Source: an optimization exercise on an open RTL-to-GDS flow (aim: small area and a short achievable clock period). Production flows keep margins and buffers that such runs may drop. The RTL was checked by simulation tests, not by an equivalence proof against the original design. Power and IR drop assume default switching activity.

`flow/config.mk`:
```
export PLATFORM = sky130hd
export DESIGN_NAME = shared_ram_arbiter
export DESIGN_NICKNAME = shared_ram_arbiter
export VERILOG_FILES = /design/flow/design.v
export SDC_FILE = /design/flow/constraint.sdc
export NUM_CORES = 4
export LEC_CHECK = 0
export CAP_MARGIN = 20
export CORE_MARGIN = 2
export CORE_UTILIZATION = 50
export SETUP_SLACK_MARGIN = 3.0
export SLEW_MARGIN = 20
export SYNTH_HIERARCHICAL = 1
```
`flow/constraint.sdc`:
```
create_clock -name core_clock -period 7.0 [get_ports {clk}]
set_input_delay 1.4000 -clock core_clock [delete_from_list [all_inputs] [get_ports {clk}]]
set_output_delay 1.4000 -clock core_clock [all_outputs]
set_load 0.01 [all_outputs]
```
`flow/design.v`:
```
module shared_ram_arbiter #(
    parameter int WIDTH      = 12,
    parameter int DEPTH      = 256,
    parameter int ADDR_WIDTH = $clog2(DEPTH),
    parameter int N_PORTS    = 4
) (
    input  logic                          clk,
    input  logic                          rst,
    input  logic [N_PORTS-1:0]            req,
    input  logic [N_PORTS-1:0]            wrEn,
    input  logic [N_PORTS*ADDR_WIDTH-1:0] addr,
    input  logic [N_PORTS*WIDTH-1:0]      dataIn,
    input  logic                          clrStart,
    output logic [N_PORTS-1:0]            grant,
    output logic [N_PORTS-1:0]            rdValid,
    output logic [WIDTH-1:0]              dataOut,
    output logic                          clrBusy
);
    localparam int LO_W = ADDR_WIDTH / 2;
    localparam int HI_W = ADDR_WIDTH - LO_W;
    localparam int LO_N = 1 << LO_W;
    localparam int HI_N = 1 << HI_W;
    logic                   clr_busy_q;
    logic [ADDR_WIDTH-1:0]  cnt_q;
    logic [N_PORTS-1:0]     rd_valid_q;
    logic [WIDTH-1:0]       data_out_q;
    logic [DEPTH*WIDTH-1:0] mem_q;
    logic [N_PORTS-1:0] before_q [N_PORTS];
    logic [N_PORTS-1:0] ahead    [N_PORTS];
    logic [N_PORTS-1:0] pick_g, pick, gw;
    logic               idle_ok;
    always_comb begin
        for (int i = 0; i < N_PORTS; i++)
            for (int j = 0; j < N_PORTS; j++)
                ahead[i][j] = (i < j) ? before_q[i][j] :
                              (i > j) ? !before_q[j][i] : 1'b0;
    end
    for (genvar i = 0; i < N_PORTS; i++) begin : g_pick
        shared_ram_arbiter_pick #(.N(N_PORTS)) u_g (
            .req_i (req[i]), .req (req), .ahead (ahead[i]), .y (pick_g[i]));
        shared_ram_arbiter_pick #(.N(N_PORTS)) u_s (
            .req_i (req[i]), .req (req), .ahead (ahead[i]), .y (pick[i]));
    end
    assign idle_ok = !clr_busy_q && !clrStart && !rst;
    assign grant   = pick_g & {N_PORTS{idle_ok}};
    assign gw      = pick & wrEn & {N_PORTS{idle_ok}};
    logic [N_PORTS-1:0] p_lo [LO_N];    
    logic [N_PORTS-1:0] p_hi [HI_N];
    always_comb begin
        for (int p = 0; p < N_PORTS; p++) begin
            for (int l = 0; l < LO_N; l++)
                p_lo[l][p] = addr[p*ADDR_WIDTH +: LO_W] == LO_W'(l);
            for (int h = 0; h < HI_N; h++)
                p_hi[h][p] = addr[p*ADDR_WIDTH + LO_W +: HI_W] == HI_W'(h);
        end
    end
    logic [LO_N-1:0]  r_lo, w_lo, ww_lo;
    logic [HI_N-1:0]  r_hi, w_hi, ww_hi;
    for (genvar l = 0; l < LO_N; l++) begin : g_lo
        shared_ram_arbiter_ao4 u_r (.d(p_lo[l]), .s(pick), .y(r_lo[l]));
        shared_ram_arbiter_ao4 u_w (.d(p_lo[l]), .s(gw),   .y(ww_lo[l]));
        assign w_lo[l] = ww_lo[l] | (clr_busy_q && cnt_q[LO_W-1:0] == LO_W'(l));
    end
    for (genvar h = 0; h < HI_N; h++) begin : g_hi
        shared_ram_arbiter_ao4 u_r (.d(p_hi[h]), .s(pick), .y(r_hi[h]));
        shared_ram_arbiter_ao4 u_w (.d(p_hi[h]), .s(gw),   .y(ww_hi[h]));
        assign w_hi[h] = ww_hi[h] | (clr_busy_q && cnt_q[ADDR_WIDTH-1:LO_W] == HI_W'(h));
    end
    logic [WIDTH-1:0] w_data;
    logic             rd_go;
    always_comb begin
        w_data = '0;
        rd_go  = 1'b0;
        for (int p = 0; p < N_PORTS; p++) begin
            w_data = w_data | (dataIn[p*WIDTH +: WIDTH] & {WIDTH{pick[p]}});
            rd_go  = rd_go  | (grant[p] & !wrEn[p]);
        end
        if (clr_busy_q) w_data = '0;
    end
    logic [WIDTH-1:0] data_out_d;
    for (genvar b = 0; b < WIDTH; b++) begin : g_rd
        logic [DEPTH-1:0] col;
        for (genvar k = 0; k < DEPTH; k++) begin : g_col
            assign col[k] = mem_q[k*WIDTH + b];
        end
        shared_ram_arbiter_rdsel u_sel (
            .d     (col),
            .lo    (r_lo),
            .hi_rd (r_hi & {HI_N{rd_go}}),
            .rd_n  (!rd_go),
            .hold  (data_out_q[b]),
            .q     (data_out_d[b])
        );
    end
    always_ff @(posedge clk or posedge rst) begin
        if (rst) begin
            for (int i = 0; i < N_PORTS; i++) before_q[i] <= '0;
            clr_busy_q <= 1'b0;
            cnt_q      <= '0;
            rd_valid_q <= '0;
            data_out_q <= '0;
        end else begin
            for (int g = 0; g < N_PORTS; g++)
                if (grant[g])
                    for (int i = 0; i < N_PORTS; i++)
                        for (int j = i + 1; j < N_PORTS; j++)
                            before_q[i][j] <= ((j - g - 1 + N_PORTS) % N_PORTS) <
                                              ((i - g - 1 + N_PORTS) % N_PORTS);
            if (clr_busy_q) begin
                cnt_q <= cnt_q + ADDR_WIDTH'(1);
                if (cnt_q == ADDR_WIDTH'(DEPTH - 1)) clr_busy_q <= 1'b0;
            end else if (clrStart) begin
                clr_busy_q <= 1'b1;
                cnt_q      <= '0;
            end
            rd_valid_q <= grant & ~wrEn;
            data_out_q <= data_out_d;
        end
    end
    logic [DEPTH-1:0]       we, we_n;
    logic [DEPTH*WIDTH-1:0] mem_d;
    for (genvar k = 0; k < DEPTH; k++) begin : g_word
        assign we[k]   = w_lo[k % LO_N] & w_hi[k / LO_N];
        assign we_n[k] = ~(w_lo[k % LO_N] & w_hi[k / LO_N]);
        shared_ram_arbiter_wrsel #(.WIDTH(WIDTH)) u_wr (
            .q    (mem_q[k*WIDTH +: WIDTH]),
            .wd   (w_data),
            .we   (we[k]),
            .we_n (we_n[k]),
            .d    (mem_d[k*WIDTH +: WIDTH])
        );
    end
    always_ff @(posedge clk) begin
        mem_q <= mem_d;
    end
    assign rdValid = rd_valid_q;
    assign dataOut = data_out_q;
    assign clrBusy = clr_busy_q;
endmodule
module shared_ram_arbiter_rdsel (
    input  logic [255:0] d,
    input  logic [15:0]  lo,
    input  logic [15:0]  hi_rd,
    input  logic         rd_n,
    input  logic         hold,
    output logic         q
);
    logic [63:0]  a2;    
    logic [31:0]  a3;    
    logic [15:0]  g;     
    logic [7:0]   b1;    
    logic [3:0]   b2;    
    logic [1:0]   b3;    
    logic         hk;    
    for (genvar i = 0; i < 64; i++) begin : g_a2
        shared_ram_arbiter_ao4 u (.d(d[4*i +: 4]), .s(lo[(4*i) % 16 +: 4]), .y(a2[i]));
    end
    for (genvar i = 0; i < 32; i++) begin : g_a3
        shared_ram_arbiter_nor2 u (.a(a2[2*i]), .b(a2[2*i+1]), .y(a3[i]));
    end
    for (genvar i = 0; i < 16; i++) begin : g_g
        shared_ram_arbiter_nand2 u (.a(a3[2*i]), .b(a3[2*i+1]), .y(g[i]));
    end
    for (genvar i = 0; i < 8; i++) begin : g_b1
        shared_ram_arbiter_aoi22 u (.a0(g[2*i]), .s0(hi_rd[2*i]),
                                    .a1(g[2*i+1]), .s1(hi_rd[2*i+1]), .y(b1[i]));
    end
    for (genvar i = 0; i < 4; i++) begin : g_b2
        shared_ram_arbiter_nand2 u (.a(b1[2*i]), .b(b1[2*i+1]), .y(b2[i]));
    end
    for (genvar i = 0; i < 2; i++) begin : g_b3
        shared_ram_arbiter_nor2 u (.a(b2[2*i]), .b(b2[2*i+1]), .y(b3[i]));
    end
    shared_ram_arbiter_nand2 u_hk (.a(hold), .b(rd_n), .y(hk));
    shared_ram_arbiter_nand3 u_q (.a(b3[0]), .b(b3[1]), .c(hk), .y(q));
endmodule
module shared_ram_arbiter_pick #(
    parameter int N = 4
) (
    input  logic         req_i,
    input  logic [N-1:0] req,
    input  logic [N-1:0] ahead,
    output logic         y
);
    assign y = req_i & ~|(req & ahead);
endmodule
module shared_ram_arbiter_ao4 (
    input  logic [3:0] d,
    input  logic [3:0] s,
    output logic       y
);
    assign y = |(d & s);
endmodule
module shared_ram_arbiter_aoi22 (
    input  logic a0, s0, a1, s1,
    output logic y
);
    assign y = ~((a0 & s0) | (a1 & s1));
endmodule
module shared_ram_arbiter_nand2 (
    input  logic a, b,
    output logic y
);
    assign y = ~(a & b);
endmodule
module shared_ram_arbiter_nor2 (
    input  logic a, b,
    output logic y
);
    assign y = ~(a | b);
endmodule
module shared_ram_arbiter_nand3 (
    input  logic a, b, c,
    output logic y
);
    assign y = ~(a & b & c);
endmodule
module shared_ram_arbiter_wrsel #(
    parameter int WIDTH = 12
) (
    input  logic [WIDTH-1:0] q,
    input  logic [WIDTH-1:0] wd,
    input  logic             we,
    input  logic             we_n,
    output logic [WIDTH-1:0] d
);
    assign d = (q & {WIDTH{we_n}}) | (wd & {WIDTH{we}});
endmodule
```
`flow/flow/run.sh`:
```
#!/bin/bash
set -euo pipefail
bash standard.sh \
  'BUFFER_PORTS_ARGS=-buffer_cell sky130_fd_sc_hd__buf_2' \
  'CTS_ARGS=-sink_clustering_enable -repair_clock_nets -dont_use_dummy_load -buf_list sky130_fd_sc_hd__clkbuf_8' \
  finish > flow_make.log 2>&1
```
`flow/standard.sh`:
```
#!/bin/bash
# synth_recipe.tcl (not shown) runs the flow's synth.tcl, then flattens the netlist and writes it again
# the make line also repeats each setting of config.mk as NAME=value (left out here)
make -C /OpenROAD-flow-scripts/flow DESIGN_CONFIG=/design/flow/config.mk WORK_HOME=/design/flow/orfs CLKGATE_MAP_FILE= SYNTH_SCRIPT=/design/flow/synth_recipe.tcl "${@:-finish}"
```
==> qor.txt, run 1 <==
Most common cell in the netlist = dfxtp_1
Top-area cell type share of the netlist area = 51.2%
Total core area = 238000 um^2
Clock root cell = clkbuf_8
Cell Rows = 179
Final setup viols = 0
Final nets = 11400
H-tree depth = 6
Leakage power = 51.9 nW
WP data required = 7920 ps
PortBufs = 111
Vias per cell = 6.95
Critical path class = in -> reg
WL final = 475000 um
Mean Syn Cell Area = 10.9 um^2
Share of cells above drive strength 1 = 18.1%
Status = complete, no violations
Critical-path cell list = buf_2, a222oi_1, and3_4, and3_2, a22oi_1, nand2_1, or2_4, buf_4, nand2_1, a22o_2
Clk slew on worst S/H paths = 50 ps
Length in cells of the worst reg-to-reg path = 9
Vias in the first global route = 96000
Total negative slack = 0 ps
Antenna Violating Nets Remaining = 0
YS warnings = 15
Largest cells by area after synthesis = dfxtp_1 (51%), a22o_1 (19%), a22oi_1 (11%)
Vias post-DR = 101000
Die W = 494 um
Num Clock Sinks = 3103
Max-cap check violation count = 0
Fin util = 55.0%
Fmax = 234 MHz
Power Density = 269 nW/um^2
Grt ovf = 0
Main synth FF type = dfxtp_1
Post-synth EDFFs = 0
Clock latency at the later pin of the worst-skew pair = 1090 ps
Register area share after synthesis = 51.9%
Setup ws final = 2730 ps
Buffers and inverters on the worst path = 2
Endpoints failing hold = 0
Yosys cell types = 56
Largest net degree at the start of global routing = 141
Total CTS buffers = 539
Crit start category = primary input
CP top delay family = simple AND/OR/NAND/NOR gates
Endpoint type of the worst setup path = flop
RSZ-0062 raised after global routing = yes
Worst Max-Slew Pin Slew = 1290 ps
Tmin final = 4270 ps
Pre-CTS setup slack = 1180 ps
Critical R2R Launch = before_q[0][2]
Worst reg2reg path endpoint = mem_q[564]
Die Footprint = 244000 um^2
Max clock buf depth = 4
CP max-delay cell = and3_4
Antenna violations before repair = 14
GR Util All Layers = 36.3%
R2R setup slack = 2900 ps
Slew Limit Fails = 0
Ratio of final minimum period to clock period = 61.0%
First-pass GRT wire length = 665000 um
Most frequent CP cell = nand2_1
First DRT Iteration DRCs = 12700
Worst-path maximum fanout = 23
Hold Crit Class = reg -> reg
Hold Startpoint = mem_q[2872]
Hold EP = mem_q[2872]
I/O pin cnt = 112
HPWL Detailed = 273000 um
Starting Density = 50.4%
Die height = 494 um
Routed len/inst = 32.8 um
Synth area leader = dfxtp_1
Hold Slack = 480 ps
Clock Skew = 73.9 ps
Post-Syn Area = 120000 um^2
Max transition margin = 14.3%
# hold bufs at CTS = 0
Post-synth ARST share = 0.999%
GP Congestion = 0.916
Synth cell count leaders = dfxtp_1 (3072), a22o_1 (2561), a22oi_1 (1689)
TritonCTS clock tree = built
Worst vdd ir = 0.000171 V
Slowest cell delay on critical path = 560 ps
Area delta synth->final = 9.16%
Register bit total from synthesis = 3103
Hold Path Cell Cnt = 1
Router iterations before antenna repair = 8
Syn Inst Count = 11000
Post-route DRC = 0
CP Data Arrival Time = 5190 ps
## placed cells by master, fill, tap and decap left out, types with 10 or more instances in the layout
cell type,n
a22oi_1,1642
a22o_1,2561
clkbuf_8,539
nor2_1,479
buf_2,111
buf_4,181
nand2_8,28
buf_12,55
nor2_4,29
nand2_4,16
dfxtp_1,3072
nand2_1,1279
nor3_1,51
a31oi_4,10
buf_6,16
and3_2,10
a22o_2,512
nand3_1,15
inv_1,10
and2_1,18
dfrtp_1,30
a21o_4,15
nand2_2,74
nor2_2,238
a22oi_2,143
a21oi_4,26
nand2b_1,37
## kinds of logic after synthesis
kind of cell	synth area share, %
DFF	51.9
other	0.00312
adders and majority gates	0.0417
buffers and inverters	5.25
muxes	0.00834
AOI/OAI and AO/OA	35.2
xor gates and xnor gates	0.0219
and+or+nand+nor	7.54
## Yosys stat by module, one instance, submodules excluded, a selection
module	copies in the design	flops+latches
shared_ram_arbiter	1	3103
shared_ram_arbiter_ao4	832	0
shared_ram_arbiter_aoi22	96	0
shared_ram_arbiter_nand2	252	0
shared_ram_arbiter_nand3	12	0
shared_ram_arbiter_nor2	408	0
## per-layer routing
layer  share of wire (%)  wire, um  track usage, %  vias up
met4                 6.5     30700            20.5        2
met2                  43    205000            54.3     5835
li1                    -         -               -    43300
met3                  11     49900            8.82     1320
met5               0.011        54               0        -
met1                  40    190000            48.0    50200
## worst max path at each step
stage / startpoint / slack (ps) / cells past startpoint / to
5_1_grt: req[2] / 2850 / 10 / mem_q[564]
3_5_place_dp: req[2] / 1180 / 14 / data_out_q[9]
4_1_cts: req[2] / 2810 / 10 / mem_q[424]
2_1_floorplan: req[2] / 1040 / 6 / mem_q[1006]
6_report: req[2] / 2730 / 10 / mem_q[564]
3_3_place_gp: req[0] / 1200 / 14 / data_out_q[9]
## sequential cells by signal, summed over array words and instances (netlist names)
signal / count
data_out_q: 12
before_q: 6
mem_q: 3072
rd_valid_q: 4
clr_busy_q: 1
cnt_q: 8
## where the power goes
part / internal [mW] / leakage [nW] / total [mW] / switching (mW)
logic: 0.668 / 22.9 / 3.73 / 3.06
registers: 17.8 / 25.1 / 17.9 / 0.142
clock network: 6.80 / 3.88 / 13.5 / 6.71
total: 25.3 / 51.9 / 35.2 / 9.91
## layout make-up
class	instances	area, um^2
Fill cell	20900	107000
Sequential cell	3103	62300
Multi-Input combinational cell	7291	53900
Clock buffer	539	7420
Tap cell	3167	3960
Timing Repair Buffer	368	3320
Inverter	12	45.0
Antenna cell	9	22.5
## repair_timing
item                                     CTS  global route
cloned                                    19            17
buffers inserted                          53            45
pin swaps                                 28            43
gates resized for setup                  233           209
endpoints found under the setup margin  2894          2820
## per-stage QoR
step | cell area, um^2 | std cells | total power, mW
finish | 131000 | 14500 | 35.2
global route | 131000 | 14500 | 36.0
CTS | 130000 | 14400 | 34.9
detailed placement | 121000 | 13800 | 21.4
global placement | 121000 | 13800 | 21.4
floorplan | 120000 | 11000 | 19.8
==> inputs of run 2 (changes only) <==
--- a/flow/design.v
+++ b/flow/design.v
@@ -118,14 +118,13 @@
         end
     end
-    logic [DEPTH-1:0]       we, we_n;
     logic [DEPTH*WIDTH-1:0] mem_d;
     for (genvar k = 0; k < DEPTH; k++) begin : g_word
-        assign we[k]   = w_lo[k % LO_N] & w_hi[k / LO_N];
-        assign we_n[k] = ~(w_lo[k % LO_N] & w_hi[k / LO_N]);
         shared_ram_arbiter_wrsel #(.WIDTH(WIDTH)) u_wr (
             .q    (mem_q[k*WIDTH +: WIDTH]),
             .wd   (w_data),
-            .we   (we[k]),
-            .we_n (we_n[k]),
+            .lo_a (w_lo[k % LO_N]),
+            .hi_a (w_hi[k / LO_N]),
+            .lo_b (w_lo[k % LO_N]),
+            .hi_b (w_hi[k / LO_N]),
             .d    (mem_d[k*WIDTH +: WIDTH])
         );
@@ -221,8 +220,13 @@
     input  logic [WIDTH-1:0] q,
     input  logic [WIDTH-1:0] wd,
-    input  logic             we,
-    input  logic             we_n,
+    input  logic             lo_a,
+    input  logic             hi_a,
+    input  logic             lo_b,
+    input  logic             hi_b,
     output logic [WIDTH-1:0] d
 );
+    logic we, we_n;
+    assign we   = lo_a & hi_a;
+    assign we_n = ~(lo_b & hi_b);
     assign d = (q & {WIDTH{we_n}}) | (wd & {WIDTH{we}});
 endmodule
--- a/flow/config.mk
+++ b/flow/config.mk
@@ -8,5 +8,5 @@
 export CAP_MARGIN = 20
 export CORE_MARGIN = 2
-export CORE_UTILIZATION = 50
+export CORE_UTILIZATION = 60
 export SETUP_SLACK_MARGIN = 3.0
 export SLEW_MARGIN = 20
==> qor.txt, run 2 <==
Setup ws final = 2730 ps (+7.38 ps)
Routed len/inst = 31.8 um (-3.0%)
Simple-gate share of the synthesized area = 8.97% (+1.4 points)
Starting Density = 60.3% (+10 points)
Mean Syn Cell Area = 11.1 um^2 (+1.4%)
Post-synth ARST share = 0.999% (unchanged)
Leakage power = 52.1 nW (+0.34%)
Vias in the first global route = 93400 (-2.7%)
Router iterations before antenna repair = 9 (+1)
Post-Layout Inst Area = 129000 um^2 (-1.3%)
Grt ovf = 0 (unchanged)
Clock Skew = 109 ps (+35.6 ps)
Endpoints failing hold = 0 (unchanged)
Antenna Violating Nets Remaining = 0 (unchanged)
Total core area = 200000 um^2 (-16%)
Die height = 452 um (-8.5%)
Most common cell in the netlist = a22o_1
Synth Area in XOR/XNOR = 0.00727% (-0.015 points)
Synth area leader = dfxtp_1
Fmax = 234 MHz (+0.17%)
CP Data Arrival Time = 5260 ps (+70 ps)
Most frequent cells in the layout = a22o_1 (3073), dfxtp_1 (3072), a22oi_1 (1662)
Final nets = 11300 (-1.1%)
Worst-path maximum fanout = 11 (-52%)
Synth cell count leaders = a22o_1 (3073), dfxtp_1 (3072), a22oi_1 (1689)
Top-area cell type share of the netlist area = 51.1% (-0.17 points)
Area delta synth->final = 7.33%
Clock power frac = 37.2% (-1.2 points)
Final setup viols = 0 (unchanged)
Tmin final = 4270 ps (-7.38 ps)
Placed Instances = 13200 (-4.1%)
Post-synth EDFFs = 0 (unchanged)
Total CTS buffers = 494 (-8.3%)
TritonCTS clock tree = built
Num Clock Sinks = 3103 (unchanged)
Yosys cell types = 43 (-23%)
Mux cell area share after synthesis = 0.00831% (-0.000028 points)
First-pass GRT wire length = 614000 um (-7.6%)
Main synth FF type = dfxtp_1
Clk slew on worst S/H paths = 60 ps (about the same)
Gate power share = 9.6% (-1.0 points)
WP data required = 7990 ps (+70 ps)
Vias post-DR = 99400 (-1.3%)
Max-cap check violation count = 0 (unchanged)
Commonest non-fill, non-tap cell in the layout = a22o_1
Int Pwr = 24.8 mW (-1.6%)
Crit start category = primary input
Status = complete, no violations
RSZ-0062 raised after global routing = yes
Clock root cell = clkbuf_8
Flop pwr share = 53.2% (+2.2 points)
HPWL Detailed = 245000 um (-10%)
Largest cells by area after synthesis = dfxtp_1 (51%), a22o_1 (22%), a22oi_1 (11%)
Post-route DRC = 0 (unchanged)
Endpoint type of the worst setup path = flop
Worst Max-Slew Pin Slew = 1180 ps (-109 ps)
Sw frac = 27.1% (-1.1 points)
Syn Inst Count = 10900 (-1.0%)
Post-Syn Area = 120000 um^2 (+0.34%)
Main combinational cell family by area after synthesis = compound AO/OA/AOI/OAI gates
Clock latency at the later pin of the worst-skew pair = 1180 ps (+90 ps)
Slew Limit Fails = 0 (unchanged)
Adder-cell share of the synthesized area = 0.0416% (-0.00014 points)
Critical path class = in -> reg
Hold Crit Class = in -> async
Fillers = 16200 (-22%)
Vias per cell = 7.16 (+3.1%)
Max transition margin = 21.5% (+7.3 points)
Pre-CTS setup slack = 1300 ps (+124 ps)
WL final = 441000 um (-7.1%)
First DRT Iteration DRCs = 12300 (-3.2%)
PortBufs = 111 (unchanged)
Max reg flops = 3072 (unchanged)
Placed Area = 121000 um^2 (about the same)
Finished Layout Cells = 13900 (-4.3%)
Reg with most FFs = mem_q
Total negative slack = 0 ps (unchanged)
Max clock buf depth = 4 (unchanged)
Register bit total from synthesis = 3103 (unchanged)
Sw Pwr = 9.22 mW (-7.0%)
YS warnings = 15 (unchanged)
Largest net degree at the start of global routing = 136 (-3.5%)
Register area share after synthesis = 51.7% (-0.18 points)
Ratio of final minimum period to clock period = 60.9% (-0.11 points)
Biggest registers after layout = mem_q (3072), data_out_q (12), cnt_q (8)
Length in cells of the worst reg-to-reg path = 14 (+5)
GR Util All Layers = 39.5% (+3.2 points)
GP Congestion = 0.952 (+3.9%)
Fin util = 64.7% (+9.8 points)
Pwr Total = 34.1 mW (-3.2%)
Power Density = 264 nW/um^2 (-1.8%)
Die Footprint = 204000 um^2 (-16%)
Hold Slack = 331 ps (-149 ps)
H-tree depth = 5 (-1)
Cell Rows = 164 (-8.4%)
Worst vdd ir = 0.000242 V (+42%)
Die W = 452 um (-8.5%)
I/O pin cnt = 112 (unchanged)
Synth Area in Compound Gates = 34.4% (-0.88 points)
Share of cells above drive strength 1 = 14.0% (-4.1 points)
Antenna violations before repair = 27 (+13)
-- run 2: power groups by stage --
stage               Clock, mW  Sequential (mW)  Combinational, mW
floorplan                   0             18.4               1.53
global placement            0             18.5               2.48
detailed placement          0             18.5               2.55
CTS                      12.7             18.1               2.80
global route             13.5             18.1               3.25
finish                   12.7             18.1               3.27
-- run 2: cell families (layout without fill, tap and decap cells) --
| family | Yosys count | count (layout) |
|---|---|---|
| other | 1 | 35 |
| flip-flops | 3103 | 3103 |
| buffers and inverters | 541 | 835 |
| XOR/XNOR | 1 | 1 |
| multiplexers | 1 | 1 |
| adder cells (fa/ha/maj) | 4 | 4 |
| AND/OR/NAND/NOR | 2278 | 2300 |
| AO/OA/AOI/OAI | 4930 | 4938 |
-- run 2: worst paths after layout --
check	startpoint	end	slack, ps
max in group asynchronous	rst	clr_busy_q	5890
worst max register to register	before_q[1][3]	data_out_q[1]	2890
min in group core_clock	mem_q[3071]	mem_q[3071]	480
worst max-delay path	req[0]	data_out_q[1]	2730
worst min register to register	mem_q[3071]	mem_q[3071]	480
worst min-delay path	rst	rd_valid_q[3]	330
-- run 2: what timing repair did --
item / in CTS / in global routing
gates cloned: 12 / 18
pin swaps: 20 / 22
hold buffers: 0 / 0
setup endpoints to repair: 3068 / 2593
buffers inserted: 29 / 48
hold endpoints to repair: 0 / 0
resized for setup: 32 / 39
-- run 2: per-module statistics from Yosys (local to each module, per instance), a selection --
module | cell area (um^2) | times used | flops+latches
shared_ram_arbiter | 64400 | 1 | 3103
shared_ram_arbiter_nand2 | 3.75 | 252 | 0
shared_ram_arbiter_nand3 | 5.00 | 12 | 0
shared_ram_arbiter_aoi22 | 12.5 | 96 | 0
shared_ram_arbiter_nor2 | 3.75 | 408 | 0
shared_ram_arbiter_ao4 | 18.8 | 832 | 0
-- run 2: cell type report --
class                      count  area, um^2  share of cell area, %
antenna                       27        67.6                 0.0523
clock buffer                 494        6800                   5.26
inverter                      12        45.0                 0.0349
multi-input combinational   7252       53500                   41.4
sequential                  3103       62300                   48.2
tap                         2656        3320                   2.57
timing repair buffer         329        3230                   2.50
-- run 2: worst max-delay path, stage by stage --
cell and delay (ps):
buf_2 260, a222oi_1 160, buf_4 180, and3_2 360, a22oi_2 190, buf_4 170, buf_4 270, nand2_4 390
a22oi_1 320, nand2_1 80, nor2_1 190, nand2_1 160, a22oi_2 500, nand2_1 330, nor2_1 170, nand3_1 80
-- run 2: layer usage --
metal  up-vias  wire (um)  track usage, %
met1     49200     171000            52.0
met2      5854     188000            58.3
met5         -         49               0
li1      43100          -               -
met3      1287      47500            9.01
met4        10      34300            25.7
==> inputs of run 3 (changes only) <==
==> flow/flow/run.sh (replaced) <==
#!/bin/bash
set -euo pipefail
bash standard.sh \
  'BUFFER_PORTS_ARGS=-buffer_cell sky130_fd_sc_hd__buf_2' \
  'CTS_ARGS=-sink_clustering_enable -repair_clock_nets -dont_use_dummy_load -buf_list sky130_fd_sc_hd__clkbuf_16 -sink_clustering_size 30 -sink_clustering_max_diameter 60' \
  finish > flow_make.log 2>&1
==> qor.txt, run 3 <==
Vias in the first global route = 92000 (-1.4%)
Buffers and inverters on the worst path = 5 (+1)
PortBufs = 111 (unchanged)
RSZ-0062 raised after global routing = yes
Die W = 452 um (unchanged)
Top-area cell type share of the netlist area = 51.1% (unchanged)
Most frequent cells in the layout = a22o_1 (3073), dfxtp_1 (3072), a22oi_1 (1646)
Ratio of final minimum period to clock period = 59.6% (-1.4 points)
Fmax = 240 MHz (+2.3%)
Max-cap check violation count = 0 (unchanged)
First DRT Iteration DRCs = 14100 (+15%)
Max clock buf depth = 3 (-1)
Worst Max-Slew Pin Slew = 1270 ps (+90.4 ps)
Grt ovf = 0 (unchanged)
Crit path launch = req[0]
# hold bufs at CTS = 0 (unchanged)
CP Data Arrival Time = 4950 ps (-310 ps)
Critical R2R Launch = clr_busy_q
Clk slew on worst S/H paths = 90 ps (+30 ps)
Slew Limit Fails = 0 (unchanged)
CP max-delay cell = a22oi_2
Fin util = 64.5% (-0.27 points)
Final nets = 11100 (-1.9%)
Total negative slack = 0 ps (unchanged)
Reg area = 62300 um^2 (unchanged)
Register bit total from synthesis = 3103 (unchanged)
Vias post-DR = 99600 (+0.28%)
Cell count along the critical path = 17 (+1)
First-pass GRT wire length = 639000 um (+3.9%)
Die height = 452 um (unchanged)
Share of cells above drive strength 1 = 13.1% (-0.98 points)
Placed Area = 121000 um^2 (unchanged)
YS warnings = 15 (unchanged)
Main synth FF type = dfxtp_1
Final setup viols = 0 (unchanged)
Mean Syn Cell Area = 11.1 um^2 (unchanged)
Clock latency at the later pin of the worst-skew pair = 910 ps (-270 ps)
Crit start category = primary input
Reg with most FFs = mem_q
Post-synth ARST share = 0.999% (unchanged)
Antenna Violating Nets Remaining = 0 (unchanged)
Largest cells by area after synthesis = dfxtp_1 (51%), a22o_1 (22%), a22oi_1 (11%)
Register area share after synthesis = 51.7% (unchanged)
Worst-path maximum fanout = 48 (+37)
Hold Path Cell Cnt = 1
Area delta synth->final = 6.87%
Synth cell count leaders = a22o_1 (3073), dfxtp_1 (3072), a22oi_1 (1689)
Router iterations before antenna repair = 7 (-2)
Length in cells of the worst reg-to-reg path = 6 (-8)
I/O pin cnt = 112 (unchanged)
Num Clock Sinks = 3103 (unchanged)
Endpoints failing hold = 0 (unchanged)
Slowest cell delay on critical path = 370 ps (-130 ps)
Multi-input logic area = 54200 um^2 (+1.3%)
Worst reg2reg path endpoint = mem_q[66]
Max transition margin = 15.3% (-6.2 points)
Syn Inst Count = 10900 (unchanged)
Post-route DRC = 0 (unchanged)
Vias per cell = 7.29 (+1.8%)
Yosys cell types = 43 (unchanged)
Leakage power = 51.6 nW (-0.99%)
Die Footprint = 204000 um^2 (unchanged)
Critical path class = in -> reg
Most common cell in the netlist = a22o_1
Post-Syn Area = 120000 um^2 (unchanged)
Endpoint type of the worst setup path = flop
Worst setup endpoint = data_out_q[5]
Starting Density = 60.3% (unchanged)
Hold Crit Class = reg -> reg
Clock root cell = clkbuf_16
WL final = 454000 um (+3.0%)
Largest net degree at the start of global routing = 136 (unchanged)
Synth area leader = dfxtp_1
Routed len/inst = 33.2 um (+4.5%)
Power Density = 248 nW/um^2 (-5.8%)
Total core area = 200000 um^2 (unchanged)
Antenna violations before repair = 34 (+26%)
Cell Rows = 164 (unchanged)
R2R setup slack = 3090 ps (+200 ps)
CP top delay family = simple AND/OR/NAND/NOR gates
Post-synth EDFFs = 0 (unchanged)
H-tree depth = 4 (-1)
Max reg flops = 3072 (unchanged)
GR Util All Layers = 41.8% (+2.3 points)
Status = complete, no violations
WP data required = 7780 ps (-210 ps)
Total CTS buffers = 182 (-63%)
Biggest registers after layout = mem_q (3072), data_out_q (12), cnt_q (8)
Fillers = 16100 (-0.52%)
Clock Skew = 76.4 ps (-33.0 ps)
Commonest non-fill, non-tap cell in the layout = a22o_1
Critical-path cell list = clkbuf_4, a222oi_1, buf_4, buf_4, and3_4, a22oi_2, buf_4, nand2_8, buf_16, a22oi_1, nand2_1, nor2_1, nand2_1, a22oi_2, nand2_1, nor2_1, nand3_1
GP Congestion = 0.952 (unchanged)
HPWL Detailed = 245000 um (unchanged)
Post-Layout Inst Area = 129000 um^2 (-0.42%)
Tmin final = 4170 ps (-95.5 ps)
Worst vdd ir = 0.000325 V (+34%)
TritonCTS clock tree = built
[run 3: cell counts after synthesis]
No cell type changed its count.
[run 3: area by class of cell]
cell class	count	area share, %
antenna	32	0.0622
clock buffer	182	3.54
inverter	12	0.0350
multi-input combinational	7275	42.1
sequential	3103	48.4
tap	2656	2.58
timing repair buffer	405	3.29
[run 3: where the power goes]
part | internal (mW) | total (mW) | switching [mW]
registers | 17.9 | 18.1 | 0.230
logic | 0.848 | 3.44 | 2.60
clock network | 4.60 | 10.4 | 5.79
total | 23.3 | 31.9 | 8.62
[run 3: worst register-to-register path, stage by stage, from the launching register on]
cell and delay, ps:
dfrtp_2 440, buf_4 720, nor2b_2 880, a31o_4 840, buf_4 410, nand2_2 190
a22o_1 310
[run 3: stage by stage]
step / setup slack [ps] / cells / total power, mW / hold WS, ps
3_5_place_dp: 1300 / 13200 / 21.0 / 464
2_1_floorplan: 885 / 10900 / 19.9 / 450
3_3_place_gp: 1400 / 13200 / 20.9 / 462
5_1_grt: 2890 / 13700 / 32.6 / 489
6_report: 2830 / 13700 / 31.9 / 475
4_1_cts: 2920 / 13600 / 31.7 / 481
[run 3: per-module statistics from Yosys, one instance, submodules excluded, excerpt]
module	flops+latches	copies in the design
shared_ram_arbiter_nor2	0	408
shared_ram_arbiter_nand3	0	12
shared_ram_arbiter_aoi22	0	96
shared_ram_arbiter	3103	1
shared_ram_arbiter_ao4	0	832
shared_ram_arbiter_nand2	0	252
[run 3: cells by family (layout without fill, tap and decap cells)]
family / count (synthesis) / count (layout) / synth area share [%]
adder cells (fa/ha/maj): 4 / 4 / 0.0416
flip-flops: 3103 / 3103 / 51.7
AO/OA/AOI/OAI: 4930 / 4939 / 34.4
other: 1 / 40 / 0.00311
AND/OR/NAND/NOR: 2278 / 2322 / 8.97
XOR/XNOR: 1 / 1 / 0.00727
multiplexers: 1 / 1 / 0.00831
buffers and inverters: 541 / 599 / 4.89
[run 3: what timing repair did]
item                                     CTS  global route
gates resized for setup                   97           119
pin swaps                                 48            55
setup buffers                            110            41
gates cloned                              44            11
endpoints found under the setup margin  3084          1453
[run 3: worst min-delay path by stage]
stage                  end   startpoint
2_1_floorplan  mem_q[1000]  mem_q[1000]
3_3_place_gp   mem_q[2366]  mem_q[2366]
3_5_place_dp   mem_q[2057]  mem_q[2057]
4_1_cts        mem_q[2945]  mem_q[2945]
5_1_grt         mem_q[309]   mem_q[309]
6_report       mem_q[2945]  mem_q[2945]
[run 3: metal layers]
| layer | vias up | wire length (um) | global-route usage, % |
|---|---|---|---|
| met4 | 8 | 37800 | 29.6 |
| li1 | 42700 | - | - |
| met2 | 6293 | 191000 | 60.4 |
| met1 | 49300 | 173000 | 55.0 |
| met3 | 1273 | 52200 | 10.0 |
| met5 | - | 50 | 0 |

## re-timing with driven ports
No port has a modelled driver above. Below, the same layouts with a new extraction and two added sets of constraints.
Step 1 sets driving cells, clkbuf_16 on the clock port and buf_2 on the other inputs (assumed; they add their load-dependent delay and slew).
Step 2 also shifts input and output timing later by t, the mid clock arrival at the registers, as if the neighbouring blocks saw the same clock.
a / b / c = ideal ports / drivers / drivers and shift; a / b = the first two.
| run | t (ns) | setup slack, ns | worst slew at a driven data input, ns | cell pins on the clock port's net |
|---|---|---|---|---|
| run 1 | 1.153 | 2.727 / 2.780 / 1.627 | 0.09 | 1 |
| run 2 | 1.225 | 2.734 / 2.816 / 1.590 | 0.35 | 1 |
| run 3 | 0.977 | 2.830 / 2.892 / 1.915 | 0.35 | 1 |
After both steps setup and hold are still met in every run listed. For run 2, which loses most, drivers alone change the setup slack by +0.082 ns; drivers and shift together by -1.144 ns.
